Source: an optimization exercise on an open RTL-to-GDS flow (aim: small area and a short achievable clock period). Production flows keep margins and buffers that such runs may drop. In this exercise RTL edits were held to simulation tests only and were not proved equivalent to the original. Power is estimated from default activity; no workload was simulated.

## flow/run.sh

```bash
#!/bin/bash
# synth_recipe.tcl (not shown) runs the flow's synth.tcl, then flattens the netlist and writes it again
# the make line also repeats each setting of config.mk as NAME=value (left out here)
make -C /OpenROAD-flow-scripts/flow DESIGN_CONFIG=/design/flow/config.mk WORK_HOME=/design/flow/orfs CLKGATE_MAP_FILE= SYNTH_SCRIPT=/design/flow/synth_recipe.tcl finish
```

## flow/config.mk

```make
export PLATFORM = sky130hd
export DESIGN_NAME = param_fifo
export DESIGN_NICKNAME = param_fifo
export VERILOG_FILES = /design/flow/design.v
export SDC_FILE = /design/flow/constraint.sdc
export NUM_CORES = 4
export LEC_CHECK = 0
export CAP_MARGIN = 20
export CELL_PAD_IN_SITES_DETAIL_PLACEMENT = 1
export CELL_PAD_IN_SITES_GLOBAL_PLACEMENT = 1
export CORE_MARGIN = 2
export CORE_UTILIZATION = 40
export CTS_CLUSTER_DIAMETER = 100
export CTS_CLUSTER_SIZE = 25
export SETUP_SLACK_MARGIN = 2.6
export SLEW_MARGIN = 20
export SYNTH_HIERARCHICAL = 1
export SYNTH_MINIMUM_KEEP_SIZE = 0
```

## flow/constraint.sdc

```tcl
create_clock -name core_clock -period 5.0 [get_ports {clk}]
set_input_delay 1.0000 -clock core_clock [delete_from_list [all_inputs] [get_ports {clk}]]
set_output_delay 1.0000 -clock core_clock [all_outputs]
set_load 0.01 [all_outputs]
```

## flow/design.v

```verilog
package param_fifo_pkg;
    localparam int unsigned DEF_DATA_W    = 8;
    localparam int unsigned DEF_DEPTH     = 256;
    localparam int unsigned DEF_AF_MARGIN = 4;
    localparam int unsigned DEF_AE_LEVEL  = 4;
    localparam int unsigned FLAG_FULL   = 0;
    localparam int unsigned FLAG_EMPTY  = 1;
    localparam int unsigned FLAG_AFULL  = 2;
    localparam int unsigned FLAG_AEMPTY = 3;
    localparam int unsigned FLAG_W      = 4;
    function automatic integer clog2(input integer value);
        integer result;
        integer i;
        result = 0;
        for (i = 0; i < 32; i = i + 1) begin
            if ((32'd1 << i) < value) begin
                result = i + 1;
            end
        end
        clog2 = result;
    endfunction
endpackage
module fifo_mem
#(
    parameter int unsigned DATA_W = param_fifo_pkg::DEF_DATA_W,
    parameter int unsigned DEPTH  = param_fifo_pkg::DEF_DEPTH,
    localparam int unsigned AW    = param_fifo_pkg::clog2(DEPTH),
    localparam int unsigned LW    = AW / 2,
    localparam int unsigned HW    = AW - LW
) (
    input  logic               clk,
    input  logic               shift_i,
    input  logic [DATA_W-1:0]  wr_data_i,
    input  logic [(1<<LW)-1:0] rd_lo_i,
    input  logic [(1<<HW)-1:0] rd_hi_i,
    output logic [DATA_W-1:0]  rd_word_n_o
);
    localparam int unsigned NL = 1 << LW;       
    localparam int unsigned NH = 1 << HW;       
    localparam int unsigned NG = (NL + 2) / 3;  
    localparam int unsigned NM = (NG + 2) / 3;  
    logic [DATA_W-1:0] mem_q [DEPTH];
    logic [DATA_W-1:0] rot [NH*NL];
    always_ff @(posedge clk) begin
        if (shift_i) begin
            mem_q[0] <= wr_data_i;
            for (int i = 1; i < DEPTH; i++) mem_q[i] <= mem_q[i-1];
        end
    end
    always_comb begin
        for (int j = 0; j < NH*NL; j++)
            rot[j] = (j < DEPTH) ? mem_q[(j + DEPTH - 1) % DEPTH] : '0;
    end
    logic [3*NG-1:0] lo_p;
    assign lo_p = {{(3*NG-NL){1'b0}}, rd_lo_i};
    for (genvar b = 0; b < DATA_W; b++) begin : g_bit
        logic [NH-1:0] row_n;    
        for (genvar h = 0; h < NH; h++) begin : g_row
            logic [3*NG-1:0] d;
            logic [3*NM-1:0] grp_n;
            logic [NM-1:0]   grp;
            for (genvar l = 0; l < 3*NG; l++) begin : g_d
                if (l < NL) begin : g_e
                    assign d[l] = rot[h*NL + l][b];
                end else begin : g_z
                    assign d[l] = 1'b0;
                end
            end
            for (genvar g = 0; g < 3*NM; g++) begin : g_grp
                if (3*g + 3 <= NL) begin : g_a3
                    fifo_aoi3 u_aoi (
                        .a0 (d[3*g]),   .s0 (lo_p[3*g]),
                        .a1 (d[3*g+1]), .s1 (lo_p[3*g+1]),
                        .a2 (d[3*g+2]), .s2 (lo_p[3*g+2]),
                        .y_n(grp_n[g])
                    );
                end else if (3*g + 2 == NL) begin : g_a2
                    fifo_aoi2 u_aoi (
                        .a0 (d[3*g]),   .s0 (lo_p[3*g]),
                        .a1 (d[3*g+1]), .s1 (lo_p[3*g+1]),
                        .y_n(grp_n[g])
                    );
                end else if (3*g + 1 == NL) begin : g_a1
                    fifo_nand2 u_aoi (.a(d[3*g]), .b(lo_p[3*g]), .y(grp_n[g]));
                end else begin : g_o
                    assign grp_n[g] = 1'b1;
                end
            end
            for (genvar m = 0; m < NM; m++) begin : g_m
                fifo_nand3 u_m (.a(grp_n[3*m]), .b(grp_n[3*m+1]), .c(grp_n[3*m+2]), .y(grp[m]));
            end
            if (NM == 2) begin : g_two
                fifo_o21ai u_r (.a1(grp[0]), .a2(grp[1]), .b1(rd_hi_i[h]), .y(row_n[h]));
            end else begin : g_any
                assign row_n[h] = !((|grp) && rd_hi_i[h]);
            end
        end
        localparam int unsigned N2 = (NH + 3) / 4;
        logic [4*N2-1:0] row_p;
        logic [N2-1:0]   l2;
        assign row_p = {{(4*N2-NH){1'b1}}, row_n};
        for (genvar k = 0; k < N2; k++) begin : g_l2
            fifo_nand4 u_n (.a(row_p[4*k]), .b(row_p[4*k+1]), .c(row_p[4*k+2]), .d(row_p[4*k+3]), .y(l2[k]));
        end
        if (N2 == 4) begin : g_fin4
            fifo_nor4 u_fin (.a(l2[0]), .b(l2[1]), .c(l2[2]), .d(l2[3]), .y(rd_word_n_o[b]));
        end else begin : g_finx
            assign rd_word_n_o[b] = !(|l2);
        end
    end
endmodule
module fifo_aoi3 (
    input  logic a0, s0, a1, s1, a2, s2,
    output logic y_n
);
    assign y_n = !((a0 && s0) || (a1 && s1) || (a2 && s2));
endmodule
module fifo_aoi2 (
    input  logic a0, s0, a1, s1,
    output logic y_n
);
    assign y_n = !((a0 && s0) || (a1 && s1));
endmodule
module fifo_nand2 (
    input  logic a, b,
    output logic y
);
    assign y = !(a && b);
endmodule
module fifo_nand3 (
    input  logic a, b, c,
    output logic y
);
    assign y = !(a && b && c);
endmodule
module fifo_o21ai (
    input  logic a1, a2, b1,
    output logic y
);
    assign y = !((a1 || a2) && b1);
endmodule
module fifo_nand4 (
    input  logic a, b, c, d,
    output logic y
);
    assign y = !(a && b && c && d);
endmodule
module fifo_nor4 (
    input  logic a, b, c, d,
    output logic y
);
    assign y = !(a || b || c || d);
endmodule
module param_fifo
#(
    parameter int unsigned DATA_W   = param_fifo_pkg::DEF_DATA_W,
    parameter int unsigned DEPTH    = param_fifo_pkg::DEF_DEPTH,
    parameter int unsigned AF_LEVEL = DEPTH - param_fifo_pkg::DEF_AF_MARGIN,
    parameter int unsigned AE_LEVEL = param_fifo_pkg::DEF_AE_LEVEL,
    localparam int unsigned AW      = param_fifo_pkg::clog2(DEPTH),
    localparam int unsigned CW      = AW + 1,
    localparam int unsigned LW      = AW / 2,
    localparam int unsigned HW      = AW - LW
) (
    input  logic              clk,
    input  logic              rst,
    input  logic              clear,
    input  logic              wr_en,
    input  logic [DATA_W-1:0] wr_data,
    input  logic              rd_en,
    output logic [DATA_W-1:0] rd_data,
    output logic              rd_valid,
    output logic              full,
    output logic              empty,
    output logic              almost_full,
    output logic              almost_empty,
    output logic [CW-1:0]     count,
    output logic              overflow,
    output logic              underflow
);
    logic [CW-1:0]      count_q, count_d, count_inc, count_dec;
    logic [(1<<LW)-1:0] lo_q, lo_d, lo_cur;
    logic [(1<<HW)-1:0] hi_q, hi_d, hi_cur;
    logic               full_q, nempty_q, afull_q, naempty_q;
    logic               rd_valid_q, overflow_q, underflow_q;
    logic [DATA_W-1:0]  rd_data_q, rd_word_n;
    logic               wr_acc, rd_acc, shift, up, down;
    assign rd_acc = rd_en && nempty_q && !clear;
    assign wr_acc = wr_en && (!full_q || rd_acc) && !clear;
    assign shift  = wr_en && (!full_q || rd_en);
    assign up     = wr_acc && !rd_acc;
    assign down   = rd_acc && !wr_acc;
    assign count_inc = count_q + CW'(1);
    assign count_dec = count_q - CW'(1);
    always_comb begin
        count_d = count_q;
        if (clear)     count_d = '0;
        else if (up)   count_d = count_inc;
        else if (down) count_d = count_dec;
    end
    always_comb begin
        lo_cur = '0;
        hi_cur = '0;
        lo_cur[count_q[LW-1:0]]  = 1'b1;
        hi_cur[count_q[AW-1:LW]] = 1'b1;
        lo_d = lo_cur;
        hi_d = hi_cur;
        if (clear) begin
            lo_d = (1<<LW)'(1);
            hi_d = (1<<HW)'(1);
        end else if (up) begin
            lo_d = {lo_cur[(1<<LW)-2:0], lo_cur[(1<<LW)-1]};
            if (&count_q[LW-1:0]) hi_d = {hi_cur[(1<<HW)-2:0], hi_cur[(1<<HW)-1]};
        end else if (down) begin
            lo_d = {lo_cur[0], lo_cur[(1<<LW)-1:1]};
            if (count_q[LW-1:0] == '0) hi_d = {hi_cur[0], hi_cur[(1<<HW)-1:1]};
        end
    end
    always_ff @(posedge clk) begin
        lo_q <= lo_d;
        hi_q <= hi_d;
    end
    always_ff @(posedge clk or posedge rst) begin
        if (rst) begin
            count_q     <= '0;
            full_q      <= 1'b0;
            nempty_q    <= 1'b0;
            afull_q     <= 1'b0;
            naempty_q   <= 1'b0;
            rd_valid_q  <= 1'b0;
            overflow_q  <= 1'b0;
            underflow_q <= 1'b0;
        end else begin
            count_q     <= count_d;
            if (clear) begin
                full_q    <= 1'b0;
                nempty_q  <= 1'b0;
                afull_q   <= 1'b0;
                naempty_q <= 1'b0;
            end else if (up) begin
                full_q    <= (32'(count_q) == DEPTH - 1);
                nempty_q  <= 1'b1;
                afull_q   <= (32'(count_q) >= AF_LEVEL - 1);
                naempty_q <= (32'(count_q) > AE_LEVEL - 1);
            end else if (down) begin
                full_q    <= 1'b0;
                nempty_q  <= (32'(count_q) != 1);
                afull_q   <= (32'(count_q) >= AF_LEVEL + 1);
                naempty_q <= (32'(count_q) > AE_LEVEL + 1);
            end
            rd_valid_q  <= rd_acc;
            overflow_q  <= !clear && (overflow_q || (wr_en && !wr_acc));
            underflow_q <= !clear && (underflow_q || (rd_en && !nempty_q));
        end
    end
    always_ff @(posedge clk or posedge rst) begin
        if (rst)         rd_data_q <= '0;
        else if (rd_acc) rd_data_q <= ~rd_word_n;
    end
    fifo_mem #(
        .DATA_W (DATA_W),
        .DEPTH  (DEPTH)
    ) u_mem (
        .clk         (clk),
        .shift_i     (shift),
        .wr_data_i   (wr_data),
        .rd_lo_i     (lo_q),
        .rd_hi_i     (hi_q),
        .rd_word_n_o (rd_word_n)
    );
    assign rd_data      = rd_data_q;
    assign rd_valid     = rd_valid_q;
    assign count        = count_q;
    assign full         = full_q;
    assign empty        = !nempty_q;
    assign almost_full  = afull_q;
    assign almost_empty = !naempty_q;
    assign overflow     = overflow_q;
    assign underflow    = underflow_q;
endmodule
```

==> results.cfg, run 1 <==
[global_routing]
grt.overflow.total = 0
grt_pass1_wl_um = 303000
grt_util_all_layers = 0.220
grt_max_degree = 137
grt_pass1_vias = 41300
antenna_found_initial = 9

[floorplan]
rows = 157
die-area_mm2 = 0.188
io_pins = 37
coreArea_mm2 = 0.183
fp.dieH_um = 433
start_util = 0.403
die_width_um = 433

[placed_design]
detailedPlace.worstSlack_ns = 1.39
portBuffers = 36
place.gp.congestion = 0.771
dp_hpwl_um = 107000

[power_and_ir_drop]
clkPwrFrac = 0.273
swShare = 0.236
p_int_uw = 24900
power_frac_comb = 0.078
pwr-share-seq = 0.649
power_leakage_uw = 0.0271
ir_worst_vdd_mv = 0.281
power.switching_uw = 7670
powerDensity_mw_per_mm2 = 390

[timing]
finalHoldViolCount = 0
finalSetupTns_ns = 0
setup_viol = 0
timing.slew.headroom = 0.229
rsz0062_at_grt = yes
fin_worst_skew_ns = 0.0334
fin_crit_ns = 2.71
fin_crit_sh = 0.541
max_freq_ghz = 0.370
worst_pin_slew_ns = 1.16
fin_ws_ns = 2.29
maxSlewViolCount = 0

[logic_synthesis]
syn_area_mm2 = 0.0737
avgSynthCellArea_um2 = 20.5
synthTopCellsByArea = edfxtp_1 (83%), a222oi_1 (8.7%), nand3_1 (1.9%), dfxtp_1 (0.87%), o21ai_1 (0.87%)
yosysSeqAreaShare = 0.851
synth_xor_xnor_area_share = 0.00131
synth_top_area_share = 0.834
synth_compound_area_frac = 0.105
yosysUniqueCellTypes = 73
synth_cells = 3605
ys.flop_type = edfxtp_1
synth_mux_area_frac = 0.000458
synthAdderAreaFrac = 0.00170
synth_edf_count = 2048
synth_seq_cells = 2104
yosys.area_share.simple = 0.0381
ys_warn_count = 10
yosys.area.top_type = edfxtp_1
async_reset_ff_frac = 0.0114
syn-num-nets = 3628
synth_top_family_by_area = compound AO/OA/AOI/OAI gates

[run_status]
status = timing/DRC/antenna clean

[finish]
areaGrowthSynthToFinish_pct = 13.1
final_net_count = 3975
drive_gt1_frac = 0.119

[cts]
cts_tree = done
cts_root_buffer = clkbuf_16
clk_latency_ns = 0.75
clock-sinks = 2104
cts_max_path_buffers = 3
htree_levels = 3
cts-buffers-inserted = 94
ctsHoldBuffers = 0
clk_pin_slew_ns = 0.10

[drt]
vias = 41800
drc = 0
drt-total-wl_um = 210000
first_pass_iters = 10
wire_per_inst_um = 32.4
dr.first_iter.drc_count = 7956
detail-route-antenna-nets = 0
avgViaCountPerCell = 6.46

[worst_setup_path]
crit_required_ns = 5.61
path_class = reg2reg
critPathArrivalTime_ns = 3.31
startpoint_type = flop
cp-end-kind = flop
path_max_fanout = 55

[min_path]
hp-class = reg2reg

[flow_run]
maxCapViolCount = 0
[worst max-delay path, cell delays in order (launching register included)]
cell,delay [ns]
dfxtp_4,0.41
buf_4,0.17
buf_12,0.21
a222oi_1,0.38
nand3_1,0.18
o21ai_2,0.17
nand4_1,0.36
nor4_4,0.50
o21ai_0,0.15
[cells by family after synthesis]
logic type | count (synthesis)
multiplexers | 2
XOR/XNOR | 11
buffers and inverters | 45
adder cells (fa/ha/maj) | 10
AO/OA/AOI/OAI | 866
AND/OR/NAND/NOR | 567
flip-flops | 2104
[worst paths after layout]
path | startpoint | to | slack, ns | cells after the start
worst max-delay path | lo_q[11] | rd_data_q[5] | 2.29 | 8
worst min register to register | u_mem.mem_q[187][0] | u_mem.mem_q[188][0] | 0.44 | 0
min in group asynchronous | rst | rd_valid_q | 0.64 | 3
worst max register to register | lo_q[11] | rd_data_q[5] | 2.29 | 8
worst min-delay path | u_mem.mem_q[187][0] | u_mem.mem_q[188][0] | 0.44 | 0
max in group asynchronous | rst | count_q[3] | 3.93 | 3
[Yosys stat by module, one instance, submodules excluded, a selection]
module	cells	times used	cell area, µm²	flip-flops and latches
fifo_o21ai	1	128	5.00	0
fifo_nand3	1	256	5.00	0
fifo_nand2	1	128	3.75	0
fifo_aoi3	1	640	10.0	0
fifo_nand4	1	32	6.26	0
param_fifo	365	1	3120	56
fifo_nor4	1	8	12.5	0
[synth_stat cells (3+ instances only)]
library cell  count
xor2_1            3
nand3_1         279
o311ai_0          3
a211oi_1          3
and3_1            4
nand2_1         160
a2bb2oi_1         3
o32ai_1           5
nor3_1           15
nor3b_1           3
dfxtp_1          32
nor2_1           32
inv_1            17
xnor2_1           8
o21ai_1         128
o21ai_0          21
a222oi_1        640
and2_1            5
or3_1             6
a21oi_1          16
o22ai_1           4
a22oi_1           5
a31oi_1          13
nor4_2            8
dfrtp_1          24
edfxtp_1       2048
nand4_1          36
ha_1             10
clkbuf_1         10
buf_2            12
nand3b_1          3
[metal layers]
layer	vias up	wire (µm)	global-route usage
li1	17000	-	-
met1	22400	90700	0.335
met2	2180	95300	0.332
met3	210	19100	0.0335
met4	2	4660	0.0523
met5	-	20	0
[sequential cells by signal, indices dropped and copies added (netlist names)]
name	count
u_mem.mem_q	2048
hi_q	16
lo_q	16
count_q	9
rd_data_q	8
afull_q	1
full_q	1
naempty_q	1
nempty_q	1
overflow_q	1
rd_valid_q	1
underflow_q	1
[area by class of cell]
cell class	count	area, µm²
fillers	17000	99700
flip-flops and latches	2104	62800
multi-input cells	1457	11000
repair buffers	277	3790
well taps	2464	3080
clock buffers	132	2500
clock inverters	10	120
inverters	18	67.6
diodes	4	10.0
[through the flow]
step	hold slack (ns)	utilization	instance area (µm²)	power (µW)	cells
floorplan	0.426	-	73700	22900	3605
global placement	0.428	0.429	78600	23600	6199
detailed placement	0.433	0.429	78600	23600	6199
CTS	0.430	0.454	83100	32700	6452
global route	0.453	0.455	83400	33500	6463
finish	0.443	0.456	83400	32500	6466
[repair_timing]
item / CTS / global route
pin swaps: 64 / 52
endpoints found under the setup margin: 1779 / 180
gates resized for setup: 217 / 42
cloned: 15 / 2
buffers inserted: 96 / 8
[cells in the final DEF (no fill, tap or decap), drive strengths merged, types with 3 or more instances in the layout]
master	synthesis	routed
edfxtp	2048	2048
a22oi	5	5
buf	15	254
o22ai	5	5
nand3b	3	3
nand2	160	160
o32ai	5	5
clkbuf	12	136
a211oi	4	4
diode	0	4
a222oi	640	640
a2bb2oi	3	3
a21oi	16	16
ha	10	10
clkdlybuf4s50	0	10
nand3	279	279
o21ai	150	150
and2	6	6
nor3	16	16
nor2	34	34
or3	6	6
bufbuf	0	8
nor4	9	9
dfxtp	32	32
dfrtp	24	24
a31oi	13	13
o311ai	3	3
clkinv	0	4
nand4	36	36
nor3b	5	5
xor2	3	3
xnor2	8	8
inv	18	24
and3	4	4
[power groups by stage]
stage | clock (µW) | sequential [µW] | combinational [µW]
after floorplan | 0 | 21800 | 1070
after global placement | 0 | 21500 | 2030
after detailed placement | 0 | 21600 | 2060
after CTS | 9160 | 21100 | 2450
after global routing | 9610 | 21200 | 2680
final | 8900 | 21100 | 2520
==> inputs of run 2 (changes only) <==
--- a/flow/design.v
+++ b/flow/design.v
@@ -179,21 +179,24 @@
     output logic              underflow
 );
     logic [CW-1:0]      count_q, count_d, count_inc, count_dec;
+    logic [CW-1:0]      ncnt_q, cnt;
+    logic               nfull_q, empty_q;
     logic [(1<<LW)-1:0] lo_q, lo_d, lo_cur;
     logic [(1<<HW)-1:0] hi_q, hi_d, hi_cur;
     logic               full_q, nempty_q, afull_q, naempty_q;
     logic               rd_valid_q, overflow_q, underflow_q;
     logic [DATA_W-1:0]  rd_data_q, rd_word_n;
     logic               wr_acc, rd_acc, shift, up, down;
-    assign rd_acc = rd_en && nempty_q && !clear;
-    assign wr_acc = wr_en && (!full_q || rd_acc) && !clear;
-    assign shift  = wr_en && (!full_q || rd_en);
+    assign rd_acc = rd_en && !empty_q && !clear;
+    assign wr_acc = wr_en && (nfull_q || rd_acc) && !clear;
+    assign shift  = wr_en && (nfull_q || rd_en);
     assign up     = wr_acc && !rd_acc;
     assign down   = rd_acc && !wr_acc;
-    assign count_inc = count_q + CW'(1);
-    assign count_dec = count_q - CW'(1);
+    assign cnt       = ~ncnt_q;
+    assign count_inc = cnt + CW'(1);
+    assign count_dec = cnt - CW'(1);
     always_comb begin
-        count_d = count_q;
+        count_d = cnt;
         if (clear)     count_d = '0;
         else if (up)   count_d = count_inc;
         else if (down) count_d = count_dec;
@@ -201,8 +204,8 @@
     always_comb begin
         lo_cur = '0;
         hi_cur = '0;
-        lo_cur[count_q[LW-1:0]]  = 1'b1;
-        hi_cur[count_q[AW-1:LW]] = 1'b1;
+        lo_cur[cnt[LW-1:0]]  = 1'b1;
+        hi_cur[cnt[AW-1:LW]] = 1'b1;
         lo_d = lo_cur;
         hi_d = hi_cur;
         if (clear) begin
@@ -210,10 +213,10 @@
             hi_d = (1<<HW)'(1);
         end else if (up) begin
             lo_d = {lo_cur[(1<<LW)-2:0], lo_cur[(1<<LW)-1]};
-            if (&count_q[LW-1:0]) hi_d = {hi_cur[(1<<HW)-2:0], hi_cur[(1<<HW)-1]};
+            if (&cnt[LW-1:0]) hi_d = {hi_cur[(1<<HW)-2:0], hi_cur[(1<<HW)-1]};
         end else if (down) begin
             lo_d = {lo_cur[0], lo_cur[(1<<LW)-1:1]};
-            if (count_q[LW-1:0] == '0) hi_d = {hi_cur[0], hi_cur[(1<<HW)-1:1]};
+            if (cnt[LW-1:0] == '0) hi_d = {hi_cur[0], hi_cur[(1<<HW)-1:1]};
         end
     end
     always_ff @(posedge clk) begin
@@ -223,8 +226,11 @@
     always_ff @(posedge clk or posedge rst) begin
         if (rst) begin
             count_q     <= '0;
+            ncnt_q      <= '1;
             full_q      <= 1'b0;
+            nfull_q     <= 1'b1;
             nempty_q    <= 1'b0;
+            empty_q     <= 1'b1;
             afull_q     <= 1'b0;
             naempty_q   <= 1'b0;
             rd_valid_q  <= 1'b0;
@@ -232,25 +238,32 @@
             underflow_q <= 1'b0;
         end else begin
             count_q     <= count_d;
+            ncnt_q      <= ~count_d;
             if (clear) begin
                 full_q    <= 1'b0;
+                nfull_q   <= 1'b1;
                 nempty_q  <= 1'b0;
+                empty_q   <= 1'b1;
                 afull_q   <= 1'b0;
                 naempty_q <= 1'b0;
             end else if (up) begin
-                full_q    <= (32'(count_q) == DEPTH - 1);
+                full_q    <= (32'(cnt) == DEPTH - 1);
+                nfull_q   <= (32'(cnt) != DEPTH - 1);
                 nempty_q  <= 1'b1;
-                afull_q   <= (32'(count_q) >= AF_LEVEL - 1);
-                naempty_q <= (32'(count_q) > AE_LEVEL - 1);
+                empty_q   <= 1'b0;
+                afull_q   <= (32'(cnt) >= AF_LEVEL - 1);
+                naempty_q <= (32'(cnt) > AE_LEVEL - 1);
             end else if (down) begin
                 full_q    <= 1'b0;
-                nempty_q  <= (32'(count_q) != 1);
-                afull_q   <= (32'(count_q) >= AF_LEVEL + 1);
-                naempty_q <= (32'(count_q) > AE_LEVEL + 1);
+                nfull_q   <= 1'b1;
+                nempty_q  <= (32'(cnt) != 1);
+                empty_q   <= (32'(cnt) == 1);
+                afull_q   <= (32'(cnt) >= AF_LEVEL + 1);
+                naempty_q <= (32'(cnt) > AE_LEVEL + 1);
             end
             rd_valid_q  <= rd_acc;
             overflow_q  <= !clear && (overflow_q || (wr_en && !wr_acc));
-            underflow_q <= !clear && (underflow_q || (rd_en && !nempty_q));
+            underflow_q <= !clear && (underflow_q || (rd_en && empty_q));
         end
     end
     always_ff @(posedge clk or posedge rst) begin
--- a/flow/config.mk
+++ b/flow/config.mk
@@ -12,7 +12,7 @@
 export CORE_UTILIZATION = 40
 export CTS_CLUSTER_DIAMETER = 100
 export CTS_CLUSTER_SIZE = 25
-export SETUP_SLACK_MARGIN = 2.6
+export SETUP_SLACK_MARGIN = 2.8
 export SLEW_MARGIN = 20
 export SYNTH_HIERARCHICAL = 1
 export SYNTH_MINIMUM_KEEP_SIZE = 0
==> run 2 against run 1 <==
  * Combinational power is 3% lower
  * Clock power up 3.8%
  * Core utilization about the same
  * Synthesized cell count increased by 1.0%
  * Final cell count is 1.3% higher
  * Count of clock-buffer cells in the layout rose by 30
  * Via count increased by 2.2%
  * Power is 1.0% higher
  * Highest routed layer is now met4
==> results.cfg, run 2 <==
[worst_setup_path]
cp-end-kind = flop
path_max_fanout = 60
crit_start = lo_q[6]
crit_required_ns = 5.62
critical_path.slowest_cell = dfxtp_4
critPathArrivalTime_ns = 3.14
path_buf_inv = 1
startpoint_type = flop
path_class = reg2reg
cp_cell_sequence = buf_12 > a222oi_1 > nand3_1 > o21ai_1 > nand4_1 > nor4_2 > a21oi_1
worstReg2RegStart = lo_q[6]
cp_top_family = simple AND/OR/NAND/NOR gates
max_stage_delay_ns = 0.46

[cts]
cts_tree = done
htree_levels = 3
cts-buffers-inserted = 96
clk_latency_ns = 0.77
cts_max_path_buffers = 3
ctsHoldBuffers = 0
cts_root_buffer = clkbuf_16
clock-sinks = 2115
clk_pin_slew_ns = 0.10

[finish]
final_common_cell = edfxtp_1
final_net_count = 4011
largest-register = u_mem.mem_q
largest_register_ffs = 2048
multi_input_area_mm2 = 0.0112
layout_common_cells = edfxtp_1 (2048), a222oi_1 (640), nand3_1 (274)
drive_gt1_frac = 0.117
seqCellArea_mm2 = 0.0631
fillers = 17100
areaGrowthSynthToFinish_pct = 13.5
post-route-util = 0.455
largest_registers = u_mem.mem_q: 2048 flops, hi_q: 16 flops, lo_q: 16 flops

[logic_synthesis]
syn-num-nets = 3664
synth_top_area_share = 0.829
post-synth-top-count-cell = edfxtp_1
synth_xor_xnor_area_share = 0.00106
synthAdderAreaFrac = 0.00169
synth_cells = 3641
synth_edf_count = 2048
synth_commonest_cells = edfxtp_1 (2048), a222oi_1 (640), nand3_1 (275)
syn_area_mm2 = 0.0741
async_reset_ff_frac = 0.0165
avgSynthCellArea_um2 = 20.4
yosysSeqAreaShare = 0.850
synth_seq_cells = 2115
yosys.area.top_type = edfxtp_1
synthTopCellsByArea = edfxtp_1 (83%), a222oi_1 (8.6%), nand3_1 (1.9%), o21ai_1 (0.88%), dfxtp_1 (0.86%)
synth_top_family_by_area = compound AO/OA/AOI/OAI gates
synth_mux_area_frac = 0.000726
yosys.area_share.simple = 0.0394
ys.flop_type = edfxtp_1
ys_warn_count = 10
synth_compound_area_frac = 0.105
yosysUniqueCellTypes = 73

[timing]
finalSetupTns_ns = 0
fin_crit_sh = 0.503
fin_ws_ns = 2.49
fin_worst_skew_ns = 0.0286
fin_crit_ns = 2.51
timing.slew.headroom = 0.172
max_freq_ghz = 0.398
maxSlewViolCount = 0
rsz0062_at_grt = yes
worst_pin_slew_ns = 1.24
finalHoldViolCount = 0
whs_ns = 0.435
setup_viol = 0

[floorplan]
fp.dieH_um = 435
die-area_mm2 = 0.189
die_width_um = 435
coreArea_mm2 = 0.185
io_pins = 37
rows = 158
start_util = 0.401

[global_routing]
grt_max_degree = 128
antenna_found_initial = 2
grt_util_all_layers = 0.228
grt.overflow.total = 0
grt_pass1_vias = 42000
grt_pass1_wl_um = 314000

[placed_design]
place.gp.congestion = 0.742
detailedPlace.worstSlack_ns = 1.49
portBuffers = 36
dp_hpwl_um = 101000

[drt]
first_pass_iters = 10
drt-total-wl_um = 218000
dr.first_iter.drc_count = 8852
vias = 42700
avgViaCountPerCell = 6.52
wire_per_inst_um = 33.3
drc = 0
detail-route-antenna-nets = 0

[min_path]
worstHoldStart = u_mem.mem_q[206][7]
hp-class = reg2reg

[run_status]
status = timing/DRC/antenna clean

[power_and_ir_drop]
total_power_uw = 32900
ir_worst_vdd_mv = 0.285
powerDensity_mw_per_mm2 = 391
power_leakage_uw = 0.0274

[flow_run]
maxCapViolCount = 0
run 2: cell count changes after synthesis, sizes merged, moves of 6 or more:
cell,change
a21oi,+19
a31oi,-9
dfstp,+11
nor2,+11
o21ai,-6
run 2: logic make-up after synthesis:
family,after synthesis
and+or+nand+nor,587
muxes,5
DFF,2115
adders and majority gates,10
buffers and inverters,42
xor gates and xnor gates,9
AOI/OAI and AO/OA,873
run 2: final cells by class:
| cell class | count | share of cell area |
|---|---|---|
| flip-flops and latches | 2115 | 0.750 |
| multi-input cells | 1486 | 0.133 |
| repair buffers | 274 | 0.0465 |
| well taps | 2480 | 0.0369 |
| clock buffers | 162 | 0.0316 |
| clock inverters | 12 | 0.00181 |
| inverters | 15 | 0.000669 |
| diodes | 3 | 0.0000892 |
run 2: where the power goes:
| part | total [µW] | switching, µW | internal [µW] |
|---|---|---|---|
| clock | 9240 | 5520 | 3730 |
| combinational | 2450 | 1600 | 850 |
| sequential | 21200 | 638 | 20500 |
| total | 32900 | 7760 | 25100 |
run 2: Yosys stat by module (local to each module, per instance), excerpt:
module | cells inside | cell area [µm²]
fifo_aoi3 | 1 | 10.0
fifo_nor4 | 1 | 12.5
fifo_nand2 | 1 | 3.75
param_fifo | 401 | 3540
fifo_nand3 | 1 | 5.00
fifo_o21ai | 1 | 5.00
fifo_nand4 | 1 | 6.26
run 2: metrics by stage:
stage                     area (µm²)  std cells
final                          84200       6547
after CTS                      83800       6527
after global placement         78800       6236
after floorplan                74200       3641
after global routing           84200       6544
after detailed placement       78800       6236
run 2: repair_timing:
item,4_1_cts,5_1_grt
buffers inserted,100,14
cloned,17,3
resized for setup,220,50
setup endpoints to repair,2016,198
pin swaps,56,45
run 2: worst reg2reg max path, stage by stage, from the launching register on:
cell      delay [ns]
dfxtp_4         0.46
buf_12          0.30
a222oi_1        0.47
nand3_1         0.12
o21ai_1         0.22
nand4_1         0.34
nor4_2          0.34
a21oi_1         0.12
run 2: layer usage:
| layer | share of wire | vias up | global-route usage |
|---|---|---|---|
| met5 | 0 | - | 0 |
| met4 | 0.021 | 0 | 0.0566 |
| met3 | 0.094 | 221 | 0.0312 |
| met2 | 0.46 | 2377 | 0.347 |
| met1 | 0.42 | 23000 | 0.345 |
| li1 | - | 17100 | - |
run 2: final timing paths:
kind / slack (ns) / cells after the start / endpoint
setup / recovery: 2.49 / 7 / rd_data_q[3]
hold / removal: 0.44 / 0 / u_mem.mem_q[207][7]
setup reg to reg: 2.49 / 7 / rd_data_q[3]
hold reg to reg: 0.44 / 0 / u_mem.mem_q[207][7]
max in group asynchronous: 3.71 / 3 / count_q[2]
min in group asynchronous: 0.70 / 3 / rd_data_q[5]
==> inputs of run 3 (changes only) <==
--- a/flow/design.v
+++ b/flow/design.v
@@ -31,7 +31,7 @@
     input  logic               clk,
     input  logic               shift_i,
     input  logic [DATA_W-1:0]  wr_data_i,
-    input  logic [(1<<LW)-1:0] rd_lo_i,
+    input  logic [2*(1<<LW)-1:0] rd_lo_i,
     input  logic [(1<<HW)-1:0] rd_hi_i,
     output logic [DATA_W-1:0]  rd_word_n_o
 );
@@ -51,9 +51,9 @@
         for (int j = 0; j < NH*NL; j++)
             rot[j] = (j < DEPTH) ? mem_q[(j + DEPTH - 1) % DEPTH] : '0;
     end
-    logic [3*NG-1:0] lo_p;
-    assign lo_p = {{(3*NG-NL){1'b0}}, rd_lo_i};
     for (genvar b = 0; b < DATA_W; b++) begin : g_bit
+        logic [3*NG-1:0] lo_p;
+        assign lo_p = {{(3*NG-NL){1'b0}}, rd_lo_i[((2*b) / DATA_W)*NL +: NL]};
         logic [NH-1:0] row_n;    
         for (genvar h = 0; h < NH; h++) begin : g_row
             logic [3*NG-1:0] d;
@@ -182,6 +182,7 @@
     logic [CW-1:0]      ncnt_q, cnt;
     logic               nfull_q, empty_q;
     logic [(1<<LW)-1:0] lo_q, lo_d, lo_cur;
+    logic [(1<<LW)-1:0] lo2_q, lo2_d, lo2_cur;
     logic [(1<<HW)-1:0] hi_q, hi_d, hi_cur;
     logic               full_q, nempty_q, afull_q, naempty_q;
     logic               rd_valid_q, overflow_q, underflow_q;
@@ -219,9 +220,18 @@
             if (cnt[LW-1:0] == '0) hi_d = {hi_cur[0], hi_cur[(1<<HW)-1:1]};
         end
     end
+    always_comb begin
+        lo2_cur = '0;
+        lo2_cur[count_q[LW-1:0]] = 1'b1;
+        lo2_d = lo2_cur;
+        if (clear)     lo2_d = (1<<LW)'(1);
+        else if (up)   lo2_d = {lo2_cur[(1<<LW)-2:0], lo2_cur[(1<<LW)-1]};
+        else if (down) lo2_d = {lo2_cur[0], lo2_cur[(1<<LW)-1:1]};
+    end
     always_ff @(posedge clk) begin
-        lo_q <= lo_d;
-        hi_q <= hi_d;
+        lo_q  <= lo_d;
+        lo2_q <= lo2_d;
+        hi_q  <= hi_d;
     end
     always_ff @(posedge clk or posedge rst) begin
         if (rst) begin
@@ -277,7 +287,7 @@
         .clk         (clk),
         .shift_i     (shift),
         .wr_data_i   (wr_data),
-        .rd_lo_i     (lo_q),
+        .rd_lo_i     ({lo2_q, lo_q}),
         .rd_hi_i     (hi_q),
         .rd_word_n_o (rd_word_n)
     );
==> run 3 against run 2 <==
  * Register-to-register slack gained 0.14 ns
  * Sequential share of layout area shrank 0.48 points
  * Non-clock buffer count grew 70
  * Area after synthesis grew 1.1%
  * Global-route usage is essentially flat
  * Clock skew grew 0.0023 ns
  * Worst setup slack gained 0.14 ns
  * Combinational power grew 22%
  * Via count grew 1.6%
==> results.cfg, run 3 <==
[run_status]
status = timing/DRC/antenna clean

[worst_setup_path]
cp_top_family = flip-flops
startpoint_type = flop
path_buf_inv = 1
crit_required_ns = 4.00
path_max_fanout = 2
critical_path.slowest_cell = dfrtp_2
cp_cell_sequence = buf_6
worst_r2r_path_depth = 8
path_class = reg2out
crit_cells = 1
critPathArrivalTime_ns = 1.37
max_stage_delay_ns = 0.48
cp-end-kind = primary output

[timing]
rsz0062_at_grt = yes
finalSetupTns_ns = 0
fin_worst_skew_ns = 0.0309
fin_crit_sh = 0.475
fin_ws_ns = 2.63
max_freq_ghz = 0.421
setup_viol = 0
worst_pin_slew_ns = 1.15
finalHoldViolCount = 0
maxSlewViolCount = 0
timing.slew.headroom = 0.232
fin_crit_ns = 2.37

[cts]
cts_root_buffer = clkbuf_16
clock-sinks = 2131
htree_levels = 3
cts_tree = done
cts_max_path_buffers = 3
cts-buffers-inserted = 95
ctsHoldBuffers = 0
clk_latency_ns = 0.76
clk_pin_slew_ns = 0.10

[placed_design]
place.gp.congestion = 0.760
dp_hpwl_um = 109000
placed_cells = 6357
detailedPlace.worstSlack_ns = 1.36
portBuffers = 36

[drt]
drt-total-wl_um = 223000
drc = 0
first_pass_iters = 9
avgViaCountPerCell = 6.48
wire_per_inst_um = 33.3
detail-route-antenna-nets = 0
vias = 43400
dr.first_iter.drc_count = 8526

[logic_synthesis]
yosys.area.top_type = edfxtp_1
post-synth-top-count-cell = edfxtp_1
avgSynthCellArea_um2 = 20.1
synth_top_area_share = 0.821
ys_warn_count = 10
synth_cells = 3735
synth_edf_count = 2048
yosysUniqueCellTypes = 78
yosysSeqAreaShare = 0.845
syn-num-nets = 3762
async_reset_ff_frac = 0.0164
syn_area_mm2 = 0.0749
synth_commonest_cells = edfxtp_1 (2048), a222oi_1 (640), nand3_1 (269)
synthTopCellsByArea = edfxtp_1 (82%), a222oi_1 (8.5%), nand3_1 (1.8%), dfxtp_1 (1.3%), nand2_1 (0.87%)
ys.flop_type = edfxtp_1
synth_seq_cells = 2131

[global_routing]
grt.overflow.total = 0
grt_pass1_wl_um = 319000
grt_max_degree = 132
grt_util_all_layers = 0.227
grt_pass1_vias = 42900
antenna_found_initial = 9

[power_and_ir_drop]
power_frac_comb = 0.089
p_int_uw = 25500
clkPwrFrac = 0.273
pwr-share-seq = 0.638
powerDensity_mw_per_mm2 = 394
ir_worst_vdd_mv = 0.323
power_leakage_uw = 0.0280
swShare = 0.240
power.switching_uw = 8070

[finish]
drive_gt1_frac = 0.140
largest-register = u_mem.mem_q
fillers = 17300
areaGrowthSynthToFinish_pct = 13.7
largest_register_ffs = 2048
layout_common_cells = edfxtp_1 (2048), a222oi_1 (640), nand3_1 (268)
multi_input_area_mm2 = 0.0117
fin_cells = 6690
final_common_cell = edfxtp_1
final_net_count = 4171
seqCellArea_mm2 = 0.0635

[min_path]
hp-class = reg2reg
whs_path_depth = 0

[floorplan]
io_pins = 37
rows = 158
fp.dieH_um = 437
die-area_mm2 = 0.191
start_util = 0.403
coreArea_mm2 = 0.186
die_width_um = 437

[flow_run]
maxCapViolCount = 0
## run 3: cell types whose count changed after synthesis, moves of 6 or more
cell     change
nor2_1      +17
dfxtp_1     +16
o21ai_0     +10
nand2_1     +14
nand3_1      -6
## run 3: modules after synthesis, one instance, submodules excluded, a selection
module	flip-flops and latches	times used
fifo_nor4	0	8
fifo_aoi3	0	640
param_fifo	83	1
fifo_nand4	0	32
fifo_o21ai	0	128
fifo_nand3	0	256
fifo_nand2	0	128
## run 3: repair_timing
item	4_1_cts	5_1_grt
endpoints found under the setup margin	2147	78
buffers inserted	145	13
resized for setup	244	36
pin swaps	81	41
gates cloned	10	2
## run 3: logic make-up after synthesis
logic type | Yosys count | share of synthesized area
AO/OA/AOI/OAI | 904 | 0.107
adder cells (fa/ha/maj) | 14 | 0.00234
flip-flops | 2131 | 0.845
buffers and inverters | 49 | 0.00314
multiplexers | 8 | 0.00120
XOR/XNOR | 7 | 0.000818
AND/OR/NAND/NOR | 622 | 0.0407
## run 3: final timing paths
kind | startpoint | slack (ns) | endpoint
setup / recovery | rd_data_q[1] | 2.63 | rd_data[1]
min in group asynchronous | rst | 0.76 | rd_data_q[0]
hold reg to reg | u_mem.mem_q[224][3] | 0.44 | u_mem.mem_q[225][3]
hold / removal | u_mem.mem_q[224][3] | 0.44 | u_mem.mem_q[225][3]
max in group asynchronous | rst | 3.60 | count_q[2]
setup reg to reg | lo2_q[3] | 2.63 | rd_data_q[4]
## run 3: power groups by stage
| stage | logic [µW] | registers, µW | clock network, µW |
|---|---|---|---|
| after detailed placement | 2170 | 22000 | 0 |
| after global placement | 2140 | 22000 | 0 |
| after global routing | 3160 | 21600 | 9910 |
| after floorplan | 1220 | 22100 | 0 |
| after CTS | 2930 | 21400 | 9390 |
| final | 3000 | 21400 | 9160 |
## run 3: area by class of cell
type	count	share of cell area
Sequential cell	2131	0.745
Clock inverter	8	0.000983
Clock buffer	152	0.0309
Multi-Input combinational cell	1558	0.137
Inverter	14	0.000661
Tap cell	2480	0.0364
Timing Repair Buffer	344	0.0492
Antenna cell	3	0.0000881
## run 3: through the flow
step	power, µW	hold slack, ns	cell area, µm²	util
finish	33600	0.440	85200	0.459
CTS	33700	0.441	85000	0.457
global route	34600	0.457	85200	0.459
detailed placement	24200	0.433	79700	0.429
floorplan	23300	0.426	75000	-
global placement	24100	0.428	79700	0.429
## run 3: metal layers
layer  wire length, µm  track usage  part of all wire
met1             91800        0.325              0.41
met3             17400       0.0331             0.078
met5                18            0          0.000081
met2            107000        0.366              0.48
met4              6120       0.0589             0.027
==> inputs of run 4 (changes only) <==
--- a/flow/design.v
+++ b/flow/design.v
@@ -26,14 +26,15 @@
     parameter int unsigned DEPTH  = param_fifo_pkg::DEF_DEPTH,
     localparam int unsigned AW    = param_fifo_pkg::clog2(DEPTH),
     localparam int unsigned LW    = AW / 2,
-    localparam int unsigned HW    = AW - LW
+    localparam int unsigned HW    = AW - LW,
+    localparam int unsigned NPART = ((1 << HW) + 7) / 8
 ) (
     input  logic               clk,
     input  logic               shift_i,
     input  logic [DATA_W-1:0]  wr_data_i,
     input  logic [2*(1<<LW)-1:0] rd_lo_i,
     input  logic [(1<<HW)-1:0] rd_hi_i,
-    output logic [DATA_W-1:0]  rd_word_n_o
+    output logic [DATA_W*NPART-1:0] rd_part_n_o
 );
     localparam int unsigned NL = 1 << LW;       
     localparam int unsigned NH = 1 << HW;       
@@ -96,16 +97,17 @@
             end
         end
         localparam int unsigned N2 = (NH + 3) / 4;
+        localparam int unsigned N3 = (N2 + 1) / 2;
         logic [4*N2-1:0] row_p;
         logic [N2-1:0]   l2;
+        logic [2*N3-1:0] l2_p;
         assign row_p = {{(4*N2-NH){1'b1}}, row_n};
+        assign l2_p  = {{(2*N3-N2){1'b0}}, l2};
         for (genvar k = 0; k < N2; k++) begin : g_l2
             fifo_nand4 u_n (.a(row_p[4*k]), .b(row_p[4*k+1]), .c(row_p[4*k+2]), .d(row_p[4*k+3]), .y(l2[k]));
         end
-        if (N2 == 4) begin : g_fin4
-            fifo_nor4 u_fin (.a(l2[0]), .b(l2[1]), .c(l2[2]), .d(l2[3]), .y(rd_word_n_o[b]));
-        end else begin : g_finx
-            assign rd_word_n_o[b] = !(|l2);
+        for (genvar k = 0; k < N3; k++) begin : g_l3
+            fifo_nor2 u_n (.a(l2_p[2*k]), .b(l2_p[2*k+1]), .y(rd_part_n_o[b*NPART + k]));
         end
     end
 endmodule
@@ -145,11 +147,11 @@
 );
     assign y = !(a && b && c && d);
 endmodule
-module fifo_nor4 (
-    input  logic a, b, c, d,
+module fifo_nor2 (
+    input  logic a, b,
     output logic y
 );
-    assign y = !(a || b || c || d);
+    assign y = !(a || b);
 endmodule
 module param_fifo
 #(
@@ -186,7 +188,8 @@
     logic [(1<<HW)-1:0] hi_q, hi_d, hi_cur;
     logic               full_q, nempty_q, afull_q, naempty_q;
     logic               rd_valid_q, overflow_q, underflow_q;
-    logic [DATA_W-1:0]  rd_data_q, rd_word_n;
+    logic [DATA_W-1:0]  rd_data_q, rd_word;
+    logic [DATA_W*(((1<<HW)+7)/8)-1:0] rd_part_n;
     logic               wr_acc, rd_acc, shift, up, down;
     assign rd_acc = rd_en && !empty_q && !clear;
     assign wr_acc = wr_en && (nfull_q || rd_acc) && !clear;
@@ -276,9 +279,12 @@
             underflow_q <= !clear && (underflow_q || (rd_en && empty_q));
         end
     end
+    always_comb begin
+        for (int b = 0; b < DATA_W; b++) rd_word[b] = !(&rd_part_n[b*(((1<<HW)+7)/8) +: ((1<<HW)+7)/8]);
+    end
     always_ff @(posedge clk or posedge rst) begin
         if (rst)         rd_data_q <= '0;
-        else if (rd_acc) rd_data_q <= ~rd_word_n;
+        else if (rd_acc) rd_data_q <= rd_word;
     end
     fifo_mem #(
         .DATA_W (DATA_W),
@@ -289,7 +295,7 @@
         .wr_data_i   (wr_data),
         .rd_lo_i     ({lo2_q, lo_q}),
         .rd_hi_i     (hi_q),
-        .rd_word_n_o (rd_word_n)
+        .rd_part_n_o (rd_part_n)
     );
     assign rd_data      = rd_data_q;
     assign rd_valid     = rd_valid_q;
==> run 4 against run 3 <==
  * Flip-flop and latch count is the same
  * Power about the same
  * Critical endpoint is now rd_data[4]
  * Still clean on timing, DRC and antenna
  * Highest routed layer unchanged
  * Wire length up 0.68%
==> results.cfg, run 4 <==
[worst_setup_path]
cp_top_family = flip-flops
cp-end-kind = primary output
max_stage_delay_ns = 0.48
crit_required_ns = 4.00
startpoint_type = flop
critical_path.slowest_cell = dfrtp_2
path_max_fanout = 2
path_class = reg2out
critPathArrivalTime_ns = 1.38
cp_cell_sequence = buf_6
path_buf_inv = 1

[cts]
cts_tree = done
clk_pin_slew_ns = 0.12
ctsHoldBuffers = 0
clk_latency_ns = 0.77
htree_levels = 3
cts_root_buffer = clkbuf_16
cts-buffers-inserted = 95
cts_max_path_buffers = 3
clock-sinks = 2131

[global_routing]
grt_max_degree = 117
grt_util_all_layers = 0.227
grt_pass1_vias = 42500
grt_pass1_wl_um = 316000
antenna_found_initial = 18
grt.overflow.total = 0

[power_and_ir_drop]
power.switching_uw = 8070
power_frac_comb = 0.087
p_int_uw = 25500
ir_worst_vdd_mv = 0.249
pwr-share-seq = 0.639
swShare = 0.240
power_leakage_uw = 0.0278
clkPwrFrac = 0.274
powerDensity_mw_per_mm2 = 393

[run_status]
status = timing/DRC/antenna clean

[logic_synthesis]
yosysSeqAreaShare = 0.845
synth_mux_area_frac = 0.000718
post-synth-top-count-cell = edfxtp_1
synth_commonest_cells = edfxtp_1 (2048), a222oi_1 (640), nand3_1 (282)
ys_warn_count = 10
synthTopCellsByArea = edfxtp_1 (82%), a222oi_1 (8.5%), nand3_1 (1.9%), dfxtp_1 (1.3%), o21ai_1 (0.89%)
yosys.area.top_type = edfxtp_1
yosys.area_share.simple = 0.0411
synth_xor_xnor_area_share = 0.00129
synth_top_area_share = 0.821
syn-num-nets = 3770
synth_edf_count = 2048
synth_cells = 3743
synth_seq_cells = 2131
synth_compound_area_frac = 0.106
async_reset_ff_frac = 0.0164
syn_area_mm2 = 0.0749
synthAdderAreaFrac = 0.00234
synth_top_family_by_area = compound AO/OA/AOI/OAI gates
avgSynthCellArea_um2 = 20.0
ys.flop_type = edfxtp_1
yosysUniqueCellTypes = 71

[timing]
worst_pin_slew_ns = 1.21
rsz0062_at_grt = yes
finalHoldViolCount = 0
setup_viol = 0
timing.slew.headroom = 0.190
fin_worst_skew_ns = 0.0536
fin_crit_ns = 2.38
maxSlewViolCount = 0
finalSetupTns_ns = 0
max_freq_ghz = 0.420
fin_crit_sh = 0.476

[placed_design]
postPlaceCellArea_mm2 = 0.0796
portBuffers = 36
place.gp.congestion = 0.769
dp_hpwl_um = 107000

[finish]
drive_gt1_frac = 0.134
final_common_cell = edfxtp_1
fin_area_mm2 = 0.0853
areaGrowthSynthToFinish_pct = 13.9
largest_register_ffs = 2048
final_net_count = 4170
layout_common_cells = edfxtp_1 (2048), a222oi_1 (640), nand3_1 (282)
largest-register = u_mem.mem_q

[min_path]
hp-class = reg2reg

[floorplan]
io_pins = 37
fp.dieH_um = 437
coreArea_mm2 = 0.186
start_util = 0.403
die_width_um = 437
rows = 158
die-area_mm2 = 0.191

[flow_run]
maxCapViolCount = 0

[drt]
first_pass_iters = 10
detail-route-antenna-nets = 0
vias = 43700
wire_per_inst_um = 33.5
drt-total-wl_um = 224000
dr.first_iter.drc_count = 9077
avgViaCountPerCell = 6.52
drc = 0
[run 4: changes by cell type after synthesis, sizes merged, moves of 5 or more]
cell   change
o21ai     -13
nor4       -7
nand3     +13
a31oi      +7
nand4      -5
nor2       +8
[run 4: worst paths after layout]
check,start,end,slack (ns),cells after the start
min in group asynchronous,rst,rd_data_q[0],0.79,3
worst min register to register,u_mem.mem_q[52][5],u_mem.mem_q[53][5],0.44,0
max in group asynchronous,rst,afull_q,3.60,3
worst max-delay path,rd_data_q[4],rd_data[4],2.62,1
worst min-delay path,u_mem.mem_q[52][5],u_mem.mem_q[53][5],0.44,0
worst max register to register,lo_q[3],rd_data_q[1],2.72,7
[run 4: stage by stage]
stage / total power, µW / hold slack [ns] / setup slack (ns) / util / cells
detailed placement: 24200 / 0.433 / 1.40 / 0.428 / 6340
global route: 34600 / 0.457 / 2.59 / 0.459 / 6698
floorplan: 23300 / 0.426 / -11.24 / - / 3743
global placement: 24100 / 0.428 / 1.43 / 0.428 / 6340
CTS: 33600 / 0.445 / 2.55 / 0.453 / 6627
finish: 33600 / 0.436 / 2.62 / 0.459 / 6701
[run 4: per-module statistics from Yosys, one instance, submodules excluded, excerpt]
module / flops+latches / cells inside / times used / cell area [µm²]
fifo_nand3: 0 / 1 / 256 / 5.00
fifo_o21ai: 0 / 1 / 128 / 5.00
fifo_nor2: 0 / 1 / 16 / 3.75
param_fifo: 83 / 495 / 1 / 4370
fifo_nand4: 0 / 1 / 32 / 6.26
fifo_nand2: 0 / 1 / 128 / 3.75
fifo_aoi3: 0 / 1 / 640 / 10.0
[run 4: power by group through the flow]
stage | Clock [µW] | Combinational [µW] | Sequential (µW)
floorplan | 0 | 1200 | 22100
global placement | 0 | 2100 | 22000
detailed placement | 0 | 2130 | 22000
CTS | 9450 | 2670 | 21500
global route | 9970 | 3100 | 21600
finish | 9190 | 2930 | 21400
[run 4: repair_timing]
| item | 4_1_cts | 5_1_grt |
|---|---|---|
| setup buffers | 116 | 64 |
| resized for setup | 204 | 80 |
| pin swaps | 11 | 87 |
| gates cloned | 1 | 5 |
| endpoints found under the setup margin | 2109 | 60 |
| hold endpoints to repair | 0 | 0 |
[run 4: cells by family after synthesis]
kind of cell	after synthesis
flops	2131
compound gates	895
simple gates	639
buf+inv	48
fa+ha+maj	14
xor+xnor	11
mux	5
[run 4: metal layers]
layer	wire length, µm	track usage	part of all wire	vias up
li1	-	-	-	17600
met1	94300	0.338	0.42	23300
met2	98000	0.326	0.44	2551
met3	26100	0.0623	0.12	220
met4	5870	0.0661	0.026	2
met5	92	0.00907	0.00041	-
[run 4: worst register-to-register path, cell delays in order (launching register included)]
cell	delay, ns
dfxtp_4	0.42
clkbuf_4	0.21
a222oi_1	0.39
nand3_1	0.18
o21ai_2	0.17
nand4_1	0.38
nor2_1	0.24
a31oi_1	0.11
[run 4: final cells by class]
type,instances,area [µm²]
multi-input combinational,1566,11700
fill,17300,100000
antenna,5,12.5
sequential,2131,63500
clock buffer,164,2700
clock inverter,6,58.8
inverter,12,45.0
timing repair buffer,337,4270
tap,2480,3100
==> inputs of run 5 (changes only) <==
--- a/flow/config.mk
+++ b/flow/config.mk
@@ -12,7 +12,7 @@
 export CORE_UTILIZATION = 40
 export CTS_CLUSTER_DIAMETER = 100
 export CTS_CLUSTER_SIZE = 25
-export SETUP_SLACK_MARGIN = 2.8
+export SETUP_SLACK_MARGIN = 2.65
 export SLEW_MARGIN = 20
 export SYNTH_HIERARCHICAL = 1
 export SYNTH_MINIMUM_KEEP_SIZE = 0
==> run 5 against run 4 <==
  * Sequential power hardly changed
  * Wire length is 3.2% lower
  * Design area is 1.7% lower
  * Largest power group unchanged
  * Sequential share of layout area is 1.3 points higher
  * Clock skew is 0.016 ns lower
  * Clock power hardly changed
  * Core utilization is 0.80 points lower
  * Global-route usage is 0.99 points lower
  * Maximum frequency hardly changed
  * Count of clock-buffer cells in the layout stayed put
  * Worst setup slack worse by 0.0014 ns
  * Critical endpoint unchanged
==> results.cfg, run 5 <==
[drt]
drc = 0
vias = 42900
wire_per_inst_um = 32.9
drt-total-wl_um = 217000
avgViaCountPerCell = 6.48
detail-route-antenna-nets = 0
first_pass_iters = 9
dr.first_iter.drc_count = 8731

[finish]
final_common_cell = edfxtp_1
final_net_count = 4075
fillers = 17400
areaGrowthSynthToFinish_pct = 11.9
largest_register_ffs = 2048
fin_cells = 6611
largest-register = u_mem.mem_q
drive_gt1_frac = 0.104
layout_common_cells = edfxtp_1 (2048), a222oi_1 (640), nand3_1 (282)
fin_area_mm2 = 0.0839

[timing]
fin_crit_ns = 2.38
finalHoldViolCount = 0
timing.slew.headroom = 0.216
fin_ws_ns = 2.62
worst_pin_slew_ns = 1.17
fin_worst_skew_ns = 0.0376
max_freq_ghz = 0.420
finalSetupTns_ns = 0
setup_viol = 0
rsz0062_at_grt = yes
fin_crit_sh = 0.476
maxSlewViolCount = 0

[logic_synthesis]
synthTopCellsByArea = edfxtp_1 (82%), a222oi_1 (8.5%), nand3_1 (1.9%), dfxtp_1 (1.3%), o21ai_1 (0.89%)
yosys.area.top_type = edfxtp_1
async_reset_ff_frac = 0.0164
syn-num-nets = 3770
synth_commonest_cells = edfxtp_1 (2048), a222oi_1 (640), nand3_1 (282)
synth_cells = 3743
syn_area_mm2 = 0.0749
avgSynthCellArea_um2 = 20.0
yosysSeqAreaShare = 0.845
post-synth-top-count-cell = edfxtp_1
yosysUniqueCellTypes = 71
synth_edf_count = 2048
synth_top_area_share = 0.821
ys_warn_count = 10
synth_seq_cells = 2131
ys.flop_type = edfxtp_1

[min_path]
hp-class = reg2reg

[global_routing]
grt.overflow.total = 0
grt_max_degree = 117
grt_pass1_wl_um = 306000
grt_util_all_layers = 0.217
grt_pass1_vias = 41900
antenna_found_initial = 20

[floorplan]
die-area_mm2 = 0.191
die_width_um = 437
io_pins = 37
rows = 158
start_util = 0.403
fp.dieH_um = 437
coreArea_mm2 = 0.186

[cts]
cts_root_buffer = clkbuf_16
clk_pin_slew_ns = 0.11
cts-buffers-inserted = 95
ctsHoldBuffers = 0
cts_tree = done
clock-sinks = 2131
htree_levels = 3
cts_max_path_buffers = 3
clk_latency_ns = 0.76

[power_and_ir_drop]
ir_worst_vdd_mv = 0.249
clkPwrFrac = 0.276
power_frac_comb = 0.077
powerDensity_mw_per_mm2 = 397
power_leakage_uw = 0.0272
power.switching_uw = 7950
p_int_uw = 25300
swShare = 0.239
total_power_uw = 33300
pwr-share-seq = 0.647

[placed_design]
portBuffers = 36
postPlaceCellArea_mm2 = 0.0796
detailedPlace.worstSlack_ns = 1.40
placed_cells = 6340
place.gp.congestion = 0.769
dp_hpwl_um = 107000

[worst_setup_path]
critPathArrivalTime_ns = 1.38
path_max_fanout = 2
cp_cell_sequence = buf_6
crit_required_ns = 4.00
critical_path.slowest_cell = dfrtp_2
cp-end-kind = primary output
max_stage_delay_ns = 0.48
startpoint_type = flop
cp_top_family = flip-flops
path_class = reg2out
path_buf_inv = 1

[run_status]
status = timing/DRC/antenna clean

[flow_run]
maxCapViolCount = 0
## run 5: cell count changes in the layout (fill, tap and decap cells not counted), moves of 3 or more
cell	previous run	this run
nor2_1	63	67
clkbuf_16	101	98
buf_16	9	2
o21ai_1	111	133
buf_6	41	33
buf_8	9	4
buf_4	153	110
buf_12	102	74
nor2_2	6	2
o21ai_2	23	1
diode_2	5	10
## run 5: repair_timing
| item | in CTS | in global routing |
|---|---|---|
| resized for setup | 169 | 29 |
| pin swaps | 2 | 10 |
| cloned | 1 | 0 |
| setup endpoints to repair | 1860 | 53 |
| setup buffers | 42 | 48 |
## run 5: layout make-up
| class | instances | area [µm²] | area share |
|---|---|---|---|
| Sequential cell | 2131 | 63500 | 0.757 |
| Multi-Input combinational cell | 1565 | 11500 | 0.137 |
| Tap cell | 2480 | 3100 | 0.0370 |
| Timing Repair Buffer | 243 | 2940 | 0.0351 |
| Clock buffer | 164 | 2700 | 0.0322 |
| Clock inverter | 6 | 58.8 | 0.000701 |
| Inverter | 12 | 45.0 | 0.000537 |
| Antenna cell | 10 | 25.0 | 0.000298 |
## run 5: per-module statistics from Yosys (local to each module, per instance), a selection
module | area (µm²) | copies in the design
param_fifo | 4370 | 1
fifo_o21ai | 5.00 | 128
fifo_nand4 | 6.26 | 32
fifo_nand2 | 3.75 | 128
fifo_aoi3 | 10.0 | 640
fifo_nand3 | 5.00 | 256
fifo_nor2 | 3.75 | 16
## run 5: final timing paths
path	from	end	slack [ns]	depth (start not counted)
max	rd_data_q[4]	rd_data[4]	2.62	1
min	u_mem.mem_q[27][6]	u_mem.mem_q[28][6]	0.45	0
max reg2reg	lo2_q[3]	rd_data_q[7]	2.62	7
min reg2reg	u_mem.mem_q[27][6]	u_mem.mem_q[28][6]	0.45	0
max in group asynchronous	rst	afull_q	3.57	3
min in group asynchronous	rst	rd_data_q[4]	0.81	3
## run 5: kinds of logic after synthesis
| logic type | share of synthesized area |
|---|---|
| adders and majority gates | 0.00234 |
| AOI/OAI and AO/OA | 0.106 |
| and+or+nand+nor | 0.0411 |
| xor gates and xnor gates | 0.00129 |
| muxes | 0.000718 |
| DFF | 0.845 |
| buffers and inverters | 0.00276 |
## run 5: stage by stage
| stage | utilization | hold slack (ns) |
|---|---|---|
| after global routing | 0.451 | 0.457 |
| after detailed placement | 0.428 | 0.433 |
| final | 0.451 | 0.450 |
| after floorplan | - | 0.426 |
| after CTS | 0.447 | 0.445 |
| after global placement | 0.428 | 0.428 |
## run 5: power groups by stage
stage | logic, µW | clock network [µW] | registers (µW)
final | 2580 | 9190 | 21500
after global routing | 2760 | 9960 | 21600
after CTS | 2380 | 9450 | 21600
after detailed placement | 2130 | 0 | 22000
after global placement | 2100 | 0 | 22000
after floorplan | 1200 | 0 | 22100
## run 5: per-layer routing
| layer | wire [µm] | GRT usage |
|---|---|---|
| met4 | 4890 | 0.0574 |
| met3 | 23800 | 0.0494 |
| met5 | 218 | 0.00806 |
| met1 | 92900 | 0.330 |
| met2 | 95400 | 0.314 |
==> inputs of run 6 (changes only) <==
--- a/flow/config.mk
+++ b/flow/config.mk
@@ -12,7 +12,7 @@
 export CORE_UTILIZATION = 40
 export CTS_CLUSTER_DIAMETER = 100
 export CTS_CLUSTER_SIZE = 25
-export SETUP_SLACK_MARGIN = 2.65
+export SETUP_SLACK_MARGIN = 2.7
 export SLEW_MARGIN = 20
 export SYNTH_HIERARCHICAL = 1
 export SYNTH_MINIMUM_KEEP_SIZE = 0
==> run 6 against run 5 <==
  * Die area stayed put
  * Critical path depth is the same
  * Clock skew rose by 0.0034 ns
  * Critical endpoint unchanged
  * Maximum frequency shrank 0.35%
  * Clock power about the same
  * Flip-flop and latch count is the same
  * Sequential share of layout area shrank 0.49 points
  * Worst hold slack lost 0.0033 ns
==> results.cfg, run 6 <==
[run_status]
status = timing/DRC/antenna clean

[power_and_ir_drop]
p_int_uw = 25400
ir_worst_vdd_mv = 0.250
pwr-share-seq = 0.644
swShare = 0.240
power_frac_comb = 0.081
power_leakage_uw = 0.0274
clkPwrFrac = 0.275
powerDensity_mw_per_mm2 = 396
power.switching_uw = 8010

[cts]
clk_pin_slew_ns = 0.10
cts_root_buffer = clkbuf_16
clock-sinks = 2131
htree_levels = 3
clk_latency_ns = 0.77
cts-buffers-inserted = 95
cts_max_path_buffers = 3
cts_tree = done
ctsHoldBuffers = 0

[worst_setup_path]
cp_top_family = flip-flops
startpoint_type = flop
path_buf_inv = 1
critical_path.slowest_cell = dfrtp_2
cp_cell_sequence = buf_6
critPathArrivalTime_ns = 1.39
crit_required_ns = 4.00
cp-end-kind = primary output
path_max_fanout = 2
max_stage_delay_ns = 0.48
path_class = reg2out

[finish]
final_common_cell = edfxtp_1
areaGrowthSynthToFinish_pct = 12.6
largest_register_ffs = 2048
drive_gt1_frac = 0.117
final_net_count = 4117
layout_common_cells = edfxtp_1 (2048), a222oi_1 (640), nand3_1 (282)
fin_area_mm2 = 0.0844
largest-register = u_mem.mem_q

[timing]
finalSetupTns_ns = 0
whs_ns = 0.446
rsz0062_at_grt = yes
fin_crit_sh = 0.478
maxSlewViolCount = 0
timing.slew.headroom = 0.193
fin_crit_ns = 2.39
max_freq_ghz = 0.418
fin_worst_skew_ns = 0.0411
worst_pin_slew_ns = 1.21
finalHoldViolCount = 0
setup_viol = 0

[drt]
wire_per_inst_um = 33.1
vias = 43100
drt-total-wl_um = 220000
detail-route-antenna-nets = 0
avgViaCountPerCell = 6.47
first_pass_iters = 9
drc = 0
dr.first_iter.drc_count = 8960

[logic_synthesis]
synth_commonest_cells = edfxtp_1 (2048), a222oi_1 (640), nand3_1 (282)
ys.flop_type = edfxtp_1
async_reset_ff_frac = 0.0164
synthTopCellsByArea = edfxtp_1 (82%), a222oi_1 (8.5%), nand3_1 (1.9%), dfxtp_1 (1.3%), o21ai_1 (0.89%)
synth_top_area_share = 0.821
synth_edf_count = 2048
synth_cells = 3743
syn-num-nets = 3770
ys_warn_count = 10
yosysUniqueCellTypes = 71
avgSynthCellArea_um2 = 20.0
synth_seq_cells = 2131
syn_area_mm2 = 0.0749
yosysSeqAreaShare = 0.845
post-synth-top-count-cell = edfxtp_1
yosys.area.top_type = edfxtp_1

[placed_design]
dp_hpwl_um = 107000
portBuffers = 36
place.gp.congestion = 0.769
postPlaceCellArea_mm2 = 0.0796

[min_path]
hp-class = reg2reg

[floorplan]
die-area_mm2 = 0.191
rows = 158
coreArea_mm2 = 0.186
io_pins = 37
fp.dieH_um = 437
start_util = 0.403
die_width_um = 437

[global_routing]
grt_max_degree = 117
grt_util_all_layers = 0.222
grt_pass1_wl_um = 311000
grt_pass1_vias = 42100
grt.overflow.total = 0
antenna_found_initial = 17

[flow_run]
maxCapViolCount = 0
==> run 6: cells by family (layout without fill, tap and decap cells) <==
| family | after synthesis | count (layout) | share of synthesized area |
|---|---|---|---|
| flops | 2131 | 2131 | 0.845 |
| compound gates | 895 | 896 | 0.106 |
| simple gates | 639 | 640 | 0.0411 |
| buf+inv | 48 | 466 | 0.00276 |
| fa+ha+maj | 14 | 14 | 0.00234 |
| xor+xnor | 11 | 11 | 0.00129 |
| mux | 5 | 5 | 0.000718 |
| other cells | 0 | 11 | 0 |
==> run 6: layout make-up <==
cell class	count	area [µm²]
fill	17300	101000
inverter	12	45.0
clock inverter	6	58.8
timing repair buffer	284	3420
sequential	2131	63500
clock buffer	164	2700
multi-input combinational	1566	11600
antenna	11	27.5
tap	2480	3100
==> run 6: modules after synthesis, one instance, submodules excluded, excerpt <==
module	flip-flops and latches	area, µm²	cells	times used
fifo_o21ai	0	5.00	1	128
fifo_aoi3	0	10.0	1	640
fifo_nor2	0	3.75	1	16
fifo_nand4	0	6.26	1	32
param_fifo	83	4370	495	1
fifo_nand2	0	3.75	1	128
fifo_nand3	0	5.00	1	256
==> run 6: power groups by stage <==
stage          clock [µW]  combinational, µW  sequential, µW
6_report             9200               2710           21500
3_3_place_gp            0               2100           22000
3_5_place_dp            0               2130           22000
4_1_cts              9450               2510           21500
5_1_grt              9970               2880           21600
2_1_floorplan           0               1200           22100
==> run 6: through the flow <==
stage	util	total power, µW	cells	setup WS, ns
5_1_grt	0.454	34500	6645	2.55
3_5_place_dp	0.428	24200	6340	1.40
2_1_floorplan	-	23300	3743	-11.24
4_1_cts	0.449	33500	6575	2.55
6_report	0.454	33400	6654	2.61
3_3_place_gp	0.428	24100	6340	1.43
==> run 6: path summary, 6_finish.rpt <==
| path | startpoint | to | slack, ns | cells past startpoint |
|---|---|---|---|---|
| max reg2reg | lo_q[0] | rd_data_q[0] | 2.72 | 7 |
| min | u_mem.mem_q[220][0] | u_mem.mem_q[221][0] | 0.45 | 0 |
| min in group asynchronous | rst | rd_data_q[0] | 0.75 | 3 |
| max | rd_data_q[4] | rd_data[4] | 2.61 | 1 |
| max in group asynchronous | rst | afull_q | 3.54 | 3 |
| min reg2reg | u_mem.mem_q[220][0] | u_mem.mem_q[221][0] | 0.45 | 0 |
==> run 6: timing repair <==
item                                    in CTS  in global routing
cloned                                       1                  1
endpoints found under the setup margin    1991                 56
gates resized for setup                    175                 47
pin swaps                                    6                 32
setup buffers                               64                 67
==> run 6: metal layers <==
layer  wire length, µm  up-vias  global-route usage
li1                  -    17500                   -
met1             93500    22900               0.334
met2             96200     2456               0.322
met3             25100      221              0.0549
met4              5100        8              0.0563
met5               404        -              0.0141

[re-timing with driven ports]
Ports are ideal in the flow. The routed layouts listed here were re-timed in OpenROAD. Step 1 sets driving cells, clkbuf_16 on the clock port and buf_2 on the other inputs (assumed; they add their load-dependent delay and slew). Step 2 times the ports against the registers' clock, not the clock port: input delays grow and output delays shrink by t, the midpoint of the rising clock arrivals with the driver on. Slacks: ideal / step 1 / step 2; pairs: ideal / step 1.
run | t (ns) | slack for setup (ns) | clock arrival spread, ns
run 1 | 0.822 | 2.294 / 2.294 / 1.835 | 0.035 / 0.035
run 2 | 0.838 | 2.486 / 2.486 / 2.139 | 0.048 / 0.048
run 3 | 0.830 | 2.626 / 2.542 / 2.050 | 0.043 / 0.044
run 4 | 0.830 | 2.619 / 2.538 / 2.090 | 0.055 / 0.055
run 5 | 0.825 | 2.618 / 2.538 / 1.920 | 0.044 / 0.043
run 6 | 0.827 | 2.609 / 2.531 / 1.963 | 0.041 / 0.042
After both steps every run listed still meets setup and hold. For run 5, which loses most, drivers alone change the setup slack by -0.080 ns; drivers and shift together by -0.698 ns.
